Context: an optimization exercise on an open-source flow, tuned for small area and few clock cycles per item. The choices shown serve that exercise and are no tape-out recipe.
Only simulation tests tie the RTL to the original design; equivalence was not proved.
No activity file was given, so power comes from the tool's default toggle rates.

nickel:
// xy_stepper_line_interpolator
module xy_stepper_line_interpolator #(
  parameter int unsigned POS_BITS = 24
) (
  input  logic                       clk_i,
  input  logic                       rst_ni,
  input  logic                       s_axis_tvalid,
  output logic                       s_axis_tready,
  input  logic [((2*POS_BITS+7)/8)*8-1:0] s_axis_tdata,
  input  logic [1:0]                 s_axis_tuser,
  output logic                       m_axis_tvalid,
  input  logic                       m_axis_tready,
  output logic [((2*POS_BITS+6+7)/8)*8-1:0] m_axis_tdata,
  input  logic                       cfg_valid_i,
  output logic                       cfg_ready_o,
  input  logic [1:0]                 cfg_index_i,
  input  logic [POS_BITS-2:0]        cfg_data_i
);
  localparam int unsigned OUT_BITS = ((2*POS_BITS+6+7)/8)*8;
  logic                       s_fire;
  logic                       m_vld_q, wr_q, core_busy, core_planned;
  logic                       x_pol, y_pol;
  logic [POS_BITS-2:0]        x_lim, y_lim;
  xyli_pkg::flags_t           flags;
  logic signed [POS_BITS-1:0] pos_x, pos_y;
  assign s_axis_tready = (!m_vld_q || m_axis_tready) && !core_busy && !wr_q;
  ...
Size: about 220 flip-flops.
clock: 9.0 ns
lec_check: 0
cap_margin: 20
core_margin: 2
core_utilization: 40
slew_margin: 20
standard.sh (not shown) runs the stock make flow with config.mk's settings and CLKGATE_MAP_FILE= SYNTH_SCRIPT=/design/flow/synth_recipe.tcl, a recipe that flattens the netlist after the stock synthesis.
==> flow/flow/run.sh <==
#!/bin/bash
# The standard layout (the standard.sh), with the port buffers that ORFS puts on every
# input and output made the smallest buffer cell instead of the delay buffer it picks itself.
set -e
export BUFFER_PORTS_ARGS="-buffer_cell sky130_fd_sc_hd__buf_1"
bash standard.sh > standard.log 2>&1
Per the final summary, nickel finished and its layout is clean on timing, DRC and antenna.
Testbench counts of nickel, summed over its fixed seeds: cycles 24,928, items 24,276.
Inputs modified between nickel and harbor:
-- flow/config.mk --
<<< nickel, line 9
export CORE_MARGIN = 2
export CORE_UTILIZATION = 40
export SLEW_MARGIN = 20
>>> harbor, line 9
export CORE_MARGIN = 2
export CORE_UTILIZATION = 60
export SLEW_MARGIN = 20
From nickel to harbor the numbers moved as follows: multi-input logic area stayed essentially flat, total number of sequential cells stayed essentially flat. Summary — reported leakage power, harbor relative to nickel: higher, by 0.63%. harbor vs nickel: final area down in harbor. Cell area after placement for harbor: 1.4% down relative to nickel.
Relative to harbor, the following input files were edited for quartz:
-- flow/config.mk --
<<< harbor, line 9
export CORE_MARGIN = 2
export CORE_UTILIZATION = 60
export SLEW_MARGIN = 20
>>> quartz, line 9
export CORE_MARGIN = 2
export CORE_UTILIZATION = 40
export CTS_BUF_LIST = sky130_fd_sc_hd__clkbuf_16
export CTS_CLUSTER_DIAMETER = 100
export CTS_CLUSTER_SIZE = 25
export SLEW_MARGIN = 20
### Flow results
Compared quartz vs harbor, and maximum fanout encountered on the critical timing path is up in quartz. For achievable clock frequency, harbor and quartz come out practically identical. The higher standard-cell row count of quartz and harbor is in quartz. Re total detailed-routing wirelength: quartz is 2.6% up on harbor. quartz: flow completed, timing, DRC and antenna clean. Going from harbor to quartz, number of nets in the layout shrank by 11, largest voltage drop on the vdd net shrank by 32%, global-route wire length before repair grew by about 2.7%, clock period minus final worst setup slack shrank by 0.010 ns.
The following lists how yarrow was set up differently from quartz:
-- flow/config.mk --
<<< quartz, line 10
export CORE_UTILIZATION = 40
export CTS_BUF_LIST = sky130_fd_sc_hd__clkbuf_16
export CTS_CLUSTER_DIAMETER = 100
export CTS_CLUSTER_SIZE = 25
export SLEW_MARGIN = 20
>>> yarrow, line 10
export CORE_UTILIZATION = 40
export CTS_BUF_LIST = sky130_fd_sc_hd__clkbuf_8
export SLEW_MARGIN = 20
Results
yarrow finished all stages; the layout is clean.
Both conditions hold for quartz: the flow ran to the end and the final layout passed the timing, design-rule and antenna checks.
Diff quartz -> yarrow: wire length climbed 1.3%, design area climbed about 1.6%.
Compared with quartz, yarrow shows a lower clock-pin slew on the worst setup and hold paths.
quartz was routed with fewer vias than yarrow.
Re multi-input combinational cell area: no difference whatsoever between yarrow and quartz.
Diff quartz -> yarrow: count of boundary I/O pins roughly the same; met2 track demand over resource now sits higher; number of standard cells in the layout, taps in and fillers out +about 2%.
> inputs changed (yarrow -> cedar)
==> flow/run.sh (new file) <==
#!/bin/bash
# synth_recipe.tcl (not shown) runs the flow's synth.tcl, then flattens the netlist and writes it again
# the make line also repeats each setting of config.mk as NAME=value (left out here)
make -C /OpenROAD-flow-scripts/flow DESIGN_CONFIG=/design/flow/config.mk WORK_HOME=/design/flow/orfs CLKGATE_MAP_FILE= SYNTH_SCRIPT=/design/flow/synth_recipe.tcl finish
-- flow/config.mk --
<<< yarrow, line 10
export CORE_UTILIZATION = 40
export CTS_BUF_LIST = sky130_fd_sc_hd__clkbuf_8
export SLEW_MARGIN = 20
>>> cedar, line 10
export CORE_UTILIZATION = 40
export SLEW_MARGIN = 20
removed: flow/flow/run.sh
removed: flow/standard.sh
--- outcome ---
- cedar did not stop at any stage, and its layout met the timing, design-rule and antenna checks.
- Compared with yarrow, cedar shows a higher met1 wire length.
- Share of post-route cells with drive strength above 1 delta (cedar -> yarrow): insignificant
- Compared to yarrow, cedar has portion of total power attributed to the clock network 1.2 points higher.
- The lower post-route minimum period of cedar and yarrow is in cedar.
- Going from yarrow to cedar, aggregate routed wire length climbed about 1.5%, post-route clock period utilization barely changed.

==> afterwards: timing with drivers on the ports <==
The flow's constraints put no driver on any port. The routed layouts listed below were extracted and timed again, unchanged, in two steps.
Step 1, drivers: a clkbuf_16 drives clk_i and a buf_2 each remaining input, both assumed.
Step 2 adds t to the input delays and takes it off the output delays; t is the mean of the earliest and latest rising clock arrival at the registers after step 1. Input paths then give back, and output paths get back, about the clock's delay inside the block.
a / b / c = no drivers / after step 1 / after step 2; a / b = the first two.
run	t (ns)	setup WS [ns]	hold slack, ns
nickel	0.595	0.296 / 0.296 / 0.221	0.476 / 0.476 / 0.476
harbor	0.587	0.286 / 0.286 / 0.211	0.480 / 0.480 / 0.480
quartz	0.532	0.297 / 0.297 / 0.195	0.489 / 0.489 / 0.489
yarrow	0.599	0.297 / 0.297 / 0.208	0.476 / 0.476 / 0.476
cedar	0.615	0.311 / 0.311 / 0.145	0.483 / 0.483 / 0.483
After both steps setup and hold are still met in every run listed. The setup slack of cedar, which loses most, moves by 0.000 ns with the drivers and by -0.166 ns with both steps.
